Source: an optimization exercise on an open RTL-to-GDS flow (aim: small area, a short achievable clock period and few clock cycles). Production flows keep margins and buffers that such runs may drop. Function was checked by simulation only, so behaviour that the tests miss may differ from the original. Power is estimated from default activity; no workload was simulated.

**design/flow/config.mk**
```make
export PLATFORM = sky130hd
export DESIGN_NAME = lifo_stack_engine_top
export DESIGN_NICKNAME = lifo_stack_engine_top
export VERILOG_FILES = /design/flow/design.v
export SDC_FILE = /design/flow/constraint.sdc
export NUM_CORES = 4
export LEC_CHECK = 0
export CAP_MARGIN = 20
export CORE_MARGIN = 2
export CORE_UTILIZATION = 40
export PLACE_DENSITY = 0.6
export SLEW_MARGIN = 20
```
**design/flow/design.v**
```verilog
package lse_pkg;
    localparam int DATA_W       = 32;
    localparam int CNT_W        = 7;
    localparam int CMD_W        = 3;
    localparam int STAT_W       = 2;
    localparam int RESULT_LIMIT = 64;
    localparam logic [CMD_W-1:0] CMD_PUSH   = 3'd0;
    localparam logic [CMD_W-1:0] CMD_POP    = 3'd1;
    localparam logic [CMD_W-1:0] CMD_LIST   = 3'd2;
    localparam logic [CMD_W-1:0] CMD_TOP3   = 3'd3;
    localparam logic [CMD_W-1:0] CMD_POPN   = 3'd4;
    localparam logic [CMD_W-1:0] CMD_BOT3   = 3'd5;
    localparam logic [STAT_W-1:0] ST_OK    = 2'd0;
    localparam logic [STAT_W-1:0] ST_FULL  = 2'd1;
    localparam logic [STAT_W-1:0] ST_EMPTY = 2'd2;
    localparam logic [STAT_W-1:0] ST_SHORT = 2'd3;
    typedef struct packed {
        logic [CMD_W-1:0]         op;
        logic signed [DATA_W-1:0] value;
        logic [CNT_W-1:0]         count;
    } t_cmd;
endpackage
module lse_ram #(
    parameter int W = 32,
    parameter int D = 64
) (
    input  logic                 i_clk,
    input  logic                 i_we,
    input  logic [$clog2(D)-1:0] i_waddr,
    input  logic [W-1:0]         i_wdata,
    input  logic                 i_re,
    input  logic [$clog2(D)-1:0] i_raddr,
    output logic [W-1:0]         o_rdata
);
    logic [W-1:0] r_mem [D];
    logic [W-1:0] r_rdata;
    always_ff @(posedge i_clk) begin
        if (i_we) begin
            r_mem[i_waddr] <= i_wdata;
        end
        if (i_re) begin
            r_rdata <= r_mem[i_raddr];
        end
    end
    assign o_rdata = r_rdata;
endmodule
import lse_pkg::*;
module lse_front (
    input  logic                     i_clk,
    input  logic                     i_rst_n,
    input  logic                     i_valid,
    output logic                     o_ready,
    input  logic [CMD_W-1:0]         i_command,
    input  logic signed [DATA_W-1:0] i_push_value,
    input  logic [CNT_W-1:0]         i_pop_count,
    output logic                     o_q_valid,
    input  logic                     i_q_ready,
    output lse_pkg::t_cmd                     o_q
);
    logic [CMD_W+DATA_W+CNT_W-1:0] r_q [2];
    logic       r_wp, r_rp;
    logic [1:0] r_cnt;
    logic [1:0] n_cnt;
    logic       cmd_ok, push, pop;
    lse_pkg::t_cmd       item;
    assign cmd_ok = (i_command <= CMD_BOT3);
    assign o_ready = (r_cnt != 2'd2);
    assign o_q_valid = (r_cnt != 2'd0);
    assign o_q = r_q[r_rp];
    assign push = i_valid && o_ready && cmd_ok;
    assign pop = o_q_valid && i_q_ready;
    always_comb begin
        item.op = i_command;
        item.value = i_push_value;
        item.count = (i_pop_count > CNT_W'(RESULT_LIMIT)) ? CNT_W'(RESULT_LIMIT) : i_pop_count;
        n_cnt = r_cnt + {1'b0, push} - {1'b0, pop};
    end
    always_ff @(posedge i_clk) begin
        if (!i_rst_n) begin
            r_wp <= 1'b0;
            r_rp <= 1'b0;
            r_cnt <= 2'd0;
        end else begin
            if (push) begin
                r_wp <= ~r_wp;
            end
            if (pop) begin
                r_rp <= ~r_rp;
            end
            r_cnt <= n_cnt;
        end
    end
    always_ff @(posedge i_clk) begin
        if (push) begin
            r_q[r_wp] <= item;
        end
    end
endmodule
import lse_pkg::*;
module lse_back #(
    parameter int DEPTH = 64
) (
    input  logic                         i_clk,
    input  logic                         i_rst_n,
    input  logic                         i_q_valid,
    output logic                         o_q_ready,
    input  lse_pkg::t_cmd                         i_q,
    output logic                         o_we,
    output logic [$clog2(DEPTH)-1:0]     o_waddr,
    output logic [DATA_W-1:0]            o_wdata,
    output logic                         o_re,
    output logic [$clog2(DEPTH)-1:0]     o_raddr,
    input  logic [DATA_W-1:0]            i_rdata,
    output logic                         o_res_valid,
    input  logic                         i_res_ready,
    output logic [STAT_W-1:0]            o_status,
    output logic signed [DATA_W-1:0]     o_data,
    output logic                         o_last
);
    localparam int AW = $clog2(DEPTH);
    localparam int FW = $clog2(DEPTH + 1);
    localparam logic [1:0] S_IDLE = 2'd0;
    localparam logic [1:0] S_EXEC = 2'd1;
    localparam logic [1:0] S_READ = 2'd2;
    logic [1:0]        r_state, n_state;
    logic [CMD_W-1:0]  r_op, n_op;
    logic [DATA_W-1:0] r_value, n_value;
    logic [CNT_W-1:0]  r_rem, n_rem;
    logic [AW-1:0]     r_ptr, n_ptr;
    logic [FW-1:0]     r_fill, n_fill;
    logic              r_rd_last, n_rd_last;
    logic              r_res_valid, n_res_valid;
    logic [STAT_W-1:0] r_status, n_status;
    logic [DATA_W-1:0] r_data, n_data;
    logic              r_last, n_last;
    logic              can_load, ld, ld_last;
    logic [STAT_W-1:0] ld_status;
    logic [DATA_W-1:0] ld_data;
    logic              full, lt3;
    assign can_load = !r_res_valid || i_res_ready;
    assign full = (r_fill == FW'(DEPTH));
    assign lt3 = (r_fill < FW'(3));
    always_comb begin
        n_state = r_state;
        n_op = r_op;
        n_value = r_value;
        n_rem = r_rem;
        n_ptr = r_ptr;
        n_fill = r_fill;
        n_rd_last = r_rd_last;
        o_q_ready = 1'b0;
        o_we = 1'b0;
        o_waddr = AW'(r_fill);
        o_wdata = r_value;
        o_re = 1'b0;
        o_raddr = '0;
        ld = 1'b0;
        ld_status = ST_OK;
        ld_data = '0;
        ld_last = 1'b1;
        unique case (r_state)
            S_IDLE: begin
                o_q_ready = 1'b1;
                if (i_q_valid) begin
                    n_op = i_q.op;
                    n_value = i_q.value;
                    n_state = S_EXEC;
                    if (i_q.op == CMD_LIST) begin
                        n_rem = (32'(r_fill) >= 32'(RESULT_LIMIT)) ? CNT_W'(RESULT_LIMIT)
                                                                   : CNT_W'(r_fill);
                        n_ptr = AW'(r_fill - FW'(1));
                    end else begin
                        n_rem = i_q.count;
                    end
                end
            end
            S_EXEC: begin
                unique case (r_op)
                    CMD_PUSH: begin
                        if (can_load) begin
                            ld = 1'b1;
                            n_state = S_IDLE;
                            if (full) begin
                                ld_status = ST_FULL;
                            end else begin
                                o_we = 1'b1;
                                n_fill = r_fill + FW'(1);
                            end
                        end
                    end
                    CMD_POP: begin
                        if (r_fill == '0) begin
                            if (can_load) begin
                                ld = 1'b1;
                                ld_status = ST_EMPTY;
                                n_state = S_IDLE;
                            end
                        end else begin
                            o_re = 1'b1;
                            o_raddr = AW'(r_fill - FW'(1));
                            n_fill = r_fill - FW'(1);
                            n_rd_last = 1'b1;
                            n_state = S_READ;
                        end
                    end
                    CMD_LIST: begin
                        if (r_rem == '0) begin
                            if (can_load) begin
                                ld = 1'b1;
                                ld_status = ST_EMPTY;
                                n_state = S_IDLE;
                            end
                        end else begin
                            o_re = 1'b1;
                            o_raddr = r_ptr;
                            n_ptr = r_ptr - AW'(1);
                            n_rem = r_rem - CNT_W'(1);
                            n_rd_last = (r_rem == CNT_W'(1));
                            n_state = S_READ;
                        end
                    end
                    CMD_TOP3, CMD_BOT3: begin
                        if (lt3) begin
                            if (can_load) begin
                                ld = 1'b1;
                                ld_status = ST_SHORT;
                                n_state = S_IDLE;
                            end
                        end else begin
                            o_re = 1'b1;
                            o_raddr = (r_op == CMD_TOP3) ? AW'(r_fill - FW'(3)) : AW'(2);
                            n_rd_last = 1'b1;
                            n_state = S_READ;
                        end
                    end
                    CMD_POPN: begin
                        if (r_rem == '0) begin
                            n_state = S_IDLE;
                        end else if (r_fill == '0) begin
                            if (can_load) begin
                                ld = 1'b1;
                                ld_status = ST_EMPTY;
                                ld_last = (r_rem == CNT_W'(1));
                                n_rem = r_rem - CNT_W'(1);
                                if (r_rem == CNT_W'(1)) begin
                                    n_state = S_IDLE;
                                end
                            end
                        end else begin
                            o_re = 1'b1;
                            o_raddr = AW'(r_fill - FW'(1));
                            n_fill = r_fill - FW'(1);
                            n_rem = r_rem - CNT_W'(1);
                            n_rd_last = (r_rem == CNT_W'(1));
                            n_state = S_READ;
                        end
                    end
                    default: begin
                        n_state = S_IDLE;
                    end
                endcase
            end
            S_READ: begin
                if (can_load) begin
                    ld = 1'b1;
                    ld_data = i_rdata;
                    ld_last = r_rd_last;
                    n_state = r_rd_last ? S_IDLE : S_EXEC;
                end
            end
            default: begin
                n_state = S_IDLE;
            end
        endcase
        n_res_valid = r_res_valid && !i_res_ready;
        n_status = r_status;
        n_data = r_data;
        n_last = r_last;
        if (ld) begin
            n_res_valid = 1'b1;
            n_status = ld_status;
            n_data = ld_data;
            n_last = ld_last;
        end
    end
    always_ff @(posedge i_clk) begin
        if (!i_rst_n) begin
            r_state <= S_IDLE;
            r_fill <= '0;
            r_res_valid <= 1'b0;
            r_rem <= '0;
        end else begin
            r_state <= n_state;
            r_fill <= n_fill;
            r_res_valid <= n_res_valid;
            r_rem <= n_rem;
        end
    end
    always_ff @(posedge i_clk) begin
        r_op <= n_op;
        r_value <= n_value;
        r_ptr <= n_ptr;
        r_rd_last <= n_rd_last;
        r_status <= n_status;
        r_data <= n_data;
        r_last <= n_last;
    end
    assign o_res_valid = r_res_valid;
    assign o_status = r_status;
    assign o_data = r_data;
    assign o_last = r_last;
endmodule
import lse_pkg::*;
module lifo_stack_engine_top #(
    parameter int DEPTH = 64
) (
    input  logic                     i_clk,
    input  logic                     i_rst_n,
    input  logic                     i_cmd_valid,
    output logic                     o_cmd_ready,
    input  logic [CMD_W-1:0]         i_command,
    input  logic signed [DATA_W-1:0] i_push_value,
    input  logic [CNT_W-1:0]         i_pop_count,
    output logic                     o_res_valid,
    input  logic                     i_res_ready,
    output logic [STAT_W-1:0]        o_status,
    output logic signed [DATA_W-1:0] o_data,
    output logic                     o_last
);
    localparam int AW = $clog2(DEPTH);
    logic              q_valid, q_ready;
    lse_pkg::t_cmd              q_item;
    logic              we, re;
    logic [AW-1:0]     waddr, raddr;
    logic [DATA_W-1:0] wdata, rdata;
    lse_front u_front (
        .i_clk        (i_clk),
        .i_rst_n      (i_rst_n),
        .i_valid      (i_cmd_valid),
        .o_ready      (o_cmd_ready),
        .i_command    (i_command),
        .i_push_value (i_push_value),
        .i_pop_count  (i_pop_count),
        .o_q_valid    (q_valid),
        .i_q_ready    (q_ready),
        .o_q          (q_item)
    );
    lse_back #(.DEPTH(DEPTH)) u_back (
        .i_clk       (i_clk),
        .i_rst_n     (i_rst_n),
        .i_q_valid   (q_valid),
        .o_q_ready   (q_ready),
        .i_q         (q_item),
        .o_we        (we),
        .o_waddr     (waddr),
        .o_wdata     (wdata),
        .o_re        (re),
        .o_raddr     (raddr),
        .i_rdata     (rdata),
        .o_res_valid (o_res_valid),
        .i_res_ready (i_res_ready),
        .o_status    (o_status),
        .o_data      (o_data),
        .o_last      (o_last)
    );
    lse_ram #(.W(DATA_W), .D(DEPTH)) u_ram (
        .i_clk   (i_clk),
        .i_we    (we),
        .i_waddr (waddr),
        .i_wdata (wdata),
        .i_re    (re),
        .i_raddr (raddr),
        .o_rdata (rdata)
    );
endmodule
```
**design/flow/run.sh**
```bash
#!/bin/bash
# synth_recipe.tcl (not shown) runs the flow's synth.tcl, then flattens the netlist and writes it again
# the make line also repeats each setting of config.mk as NAME=value (left out here)
make -C /OpenROAD-flow-scripts/flow DESIGN_CONFIG=/design/flow/config.mk WORK_HOME=/design/flow/orfs CLKGATE_MAP_FILE= SYNTH_SCRIPT=/design/flow/synth_recipe.tcl finish
```
**design/flow/constraint.sdc**
```tcl
create_clock -name core_clock -period 6.0 [get_ports {i_clk}]
set_input_delay 1.2000 -clock core_clock [delete_from_list [all_inputs] [get_ports {i_clk}]]
set_output_delay 1.2000 -clock core_clock [all_outputs]
set_load 0.01 [all_outputs]
```
==> impl_metrics.env <==
export IMPL_ys_types=88
export IMPL_whs_path_depth=2
export IMPL_yosysSeqAreaShare=0.761
export IMPL_p_int_mw=28.7
export IMPL_place_congestion=0.895
export IMPL_r2r_cells=11
export IMPL_synth_nets=6047
export IMPL_drc_errors=0
export IMPL_rr_endpoint="u_ram.r_rdata[27]"
export IMPL_async_flop_share=0
export IMPL_grt_pass1_wl_um=387000
export IMPL_ir_drop_mv=0.330
export IMPL_crit_arrival_ps=6100
export IMPL_cp_required_ps=6560
export IMPL_wl_um=273000
export IMPL_cts_setup_buffers=0
export IMPL_cts_resized=0
export IMPL_syn_area_per_cell_um2=14.9
export IMPL_cts_inserted_buffers=222
export IMPL_power_switching_mw=12.5
export IMPL_via_count=55400
export IMPL_ff_latch_area_um2=67700
export IMPL_num_nets_final=6221
export IMPL_ys_flop_type="edfxtp_1"
export IMPL_antenna_found_initial=28
export IMPL_root_buffer="clkbuf_16"
export IMPL_p_clk_frac=0.327
export IMPL_die_x_um=476
export IMPL_timing_hold_ws_ps=533
export IMPL_clockBufferDepth=3
export IMPL_ios=83
export IMPL_clock_skew_ps=44.4
export IMPL_max_cap_viol_count=0
export IMPL_wire_per_inst_um=29.2
export IMPL_multi_input_area_um2=20000
export IMPL_path_clk_slew_ps=60
export IMPL_hold_viol_final=0
export IMPL_avgViaCountPerCell=5.94
export IMPL_clk_latency_ps=860
export IMPL_grt_setup_unrepaired="no"
export IMPL_final_antenna_net_count=0
export IMPL_grt_max_degree=139
export IMPL_slew_violations=0
export IMPL_min_to="u_back.r_state[0]"
export IMPL_yosysWarnings=3
export IMPL_fillers=19200
export IMPL_rows=173
export IMPL_powerDensity_nw_per_um2=404
export IMPL_hold_buffers=0
export IMPL_critical_path_class="flip-flop to flip-flop"
export IMPL_dieArea_um2=226000
export IMPL_syn_inst=5990
export IMPL_tightest_slew_ps=1230
export IMPL_grt_pass1_vias=52700
export IMPL_hold_class="flip-flop to flip-flop"
export IMPL_comb_power_share=0.195
export IMPL_io_buffers=82
export IMPL_drive_above_1_share=0.123
export IMPL_gr_total_overflow=0
export IMPL_synth_area_um2=89000
export IMPL_start_util=0.402
export IMPL_fmax_ghz=0.181
export IMPL_grt_use_total=0.237
export IMPL_die_y_um=476
export IMPL_cp_start_kind="flip-flop"
export IMPL_cts_tree="built"
export IMPL_cts_htree_levels=4
export IMPL_hp_start="u_back.r_state[0]"
export IMPL_path_max_fanout=24
export IMPL_r2r_start="u_back.r_rem[1]"
export IMPL_drt_iter0_markers=8933
export IMPL_end_kind="flip-flop"
export IMPL_setup_violations=0
export IMPL_period_share=0.923
export IMPL_leakage_nw=32.8
export IMPL_outcome="complete, no violations"
export IMPL_fin_setup_tns_ps=0
export IMPL_slew_headroom=0.177
export IMPL_timing_final_crit_period_ps=5540
export IMPL_syn_to_final_growth_pct=14.3
export IMPL_seqPwrFrac=0.478
export IMPL_dr_pass1_iters=9
export IMPL_cts_sinks=2263
export IMPL_swShare=0.303
export IMPL_synth_edf_count=2241
export IMPL_core_area_um2=222000
export IMPL_rrSetupSlack_ps=460
export IMPL_hpwl_um=157000
export IMPL_ys_ff_latch=2263
worst max-delay path by stage:
stage | start | endpoint | slack, ps | cells after the start
after global routing | u_back.r_rem[1] | u_ram.r_rdata[27] | 180 | 11
final | u_back.r_rem[1] | u_ram.r_rdata[27] | 460 | 11
after CTS | u_back.r_rem[1] | u_ram.r_rdata[27] | 530 | 11
after global placement | u_back.r_rem[1] | u_ram.r_rdata[0] | 350 | 11
after floorplan | i_res_ready | u_ram.r_mem[29][0] | 2060 | 5
after detailed placement | u_back.r_rem[1] | u_ram.r_rdata[27] | 570 | 11
cells by family (layout without fill, tap and decap cells):
group | Yosys count | in the layout | synth area share
flip-flops | 2263 | 2263 | 0.761
XOR/XNOR | 17 | 17 | 0.00167
adder cells (fa/ha/maj) | 11 | 11 | 0.00155
multiplexers | 236 | 236 | 0.0313
AO/OA/AOI/OAI | 1027 | 1027 | 0.0826
buffers and inverters | 437 | 794 | 0.0229
AND/OR/NAND/NOR | 1999 | 1999 | 0.0991
other | 0 | 5 | 0
cell usage after synthesis (all sizes together), types with 31 or more instances:
| cell | instances | area share |
|---|---|---|
| nor3 | 176 | 0.010 |
| clkbuf | 209 | 0.0088 |
| mux2 | 37 | 0.0047 |
| a32oi | 140 | 0.014 |
| a21oi | 160 | 0.0091 |
| a311oi | 37 | 0.0036 |
| o211ai | 44 | 0.0037 |
| nand3 | 228 | 0.013 |
| edfxtp | 2241 | 0.76 |
| nand2 | 1005 | 0.042 |
| o32ai | 39 | 0.0038 |
| and3 | 50 | 0.0036 |
| mux2i | 170 | 0.019 |
| o21ai | 215 | 0.012 |
| buf | 206 | 0.013 |
| nor2 | 307 | 0.013 |
| a31oi | 58 | 0.0041 |
| a32o | 34 | 0.0038 |
| a221o | 31 | 0.0035 |
| o22ai | 60 | 0.0042 |
| or3 | 150 | 0.011 |
worst max-delay path, stage by stage (launching register included):
cell,delay (ps)
dfxtp_1,290
inv_1,130
ha_1,230
nor3b_1,620
a21oi_2,190
a32oi_1,440
nand2_2,680
nor3_4,930
buf_4,490
a32oi_1,180
a32oi_1,870
o2bb2ai_1,160
state kept, by name (all words and copies together), names as in the netlist, named ones only:
name	count
u_back.r_rem	7
u_back.r_res_valid	1
u_front.r_rp	1
u_back.r_state	2
u_back.r_rd_last	1
u_back.r_data	32
u_front.r_cnt	2
u_back.r_fill	7
u_front.r_q	84
u_back.r_ptr	6
u_back.r_last	1
u_back.r_status	2
u_ram.r_rdata	32
u_back.r_value	32
u_back.r_op	3
u_ram.r_mem	2048
u_front.r_wp	1
routing by layer:
metal / vias up / GRT usage / routed length, um
met5: - / 0 / 37
met4: 6 / 0.0876 / 10500
met3: 465 / 0.0434 / 28000
met2: 3138 / 0.364 / 123000
met1: 28300 / 0.337 / 111000
li1: 23500 / - / -
power groups by stage:
stage / sequential (mW) / combinational, mW / clock (mW)
finish: 19.7 / 8.02 / 13.5
global route: 19.7 / 8.40 / 14.2
CTS: 19.6 / 7.89 / 13.6
detailed placement: 20.0 / 7.88 / 0
global placement: 20.0 / 7.75 / 0
floorplan: 20.7 / 3.34 / 0
final cells by class:
cell class | count | share of cell area
tap | 2975 | 0.0366
multi-input combinational | 3290 | 0.196
clock buffer | 283 | 0.0579
sequential | 2263 | 0.665
antenna | 5 | 0.000123
clock inverter | 124 | 0.0100
timing repair buffer | 365 | 0.0327
inverter | 22 | 0.000811
placed cells by master, fill, tap and decap left out, types with 154 or more instances in the layout:
cell	count
nor2_1	230
clkbuf_16	227
nand2_1	998
mux2i_1	170
edfxtp_1	2241
nand3_1	226
nor3_1	172
o21ai_0	204
a21oi_1	154
buf_4	252
stage by stage:
step / worst slack [ps] / area [um^2] / cells / util / power (mW)
after global placement: 352 / 94700 / 8910 / 0.427 / 27.7
after global routing: 179 / 102000 / 9324 / 0.459 / 42.3
after CTS: 527 / 102000 / 9322 / 0.459 / 41.1
final: 461 / 102000 / 9327 / 0.459 / 41.1
after detailed placement: 568 / 94900 / 8915 / 0.428 / 27.9
after floorplan: 2060 / 89000 / 5990 / - / 24.0
Testbench counts, summed over its fixed seeds: cycles 35,765.

-- static timing again, ports no longer ideal --
No port has a modelled driver above. Below, the same layout with a new extraction and two added sets of constraints.
Step 1 sets driving cells, clkbuf_16 on the clock port and buf_2 on the other inputs (assumed; they add their load-dependent delay and slew).
Step 2 also shifts input and output timing later by t, the mid clock arrival at the registers, as if the neighbouring blocks saw the same clock.
Slacks: ideal / step 1 / step 2; pairs: ideal / step 1.
t, ns: 0.935
setup WS [ns]: 0.461 / 0.461 / 0.461
clock arrival spread, ns: 0.048 / 0.048
After both steps setup and hold are still met in this run. The setup slack of this run moves by 0.000 ns with the drivers and by 0.000 ns with both steps.
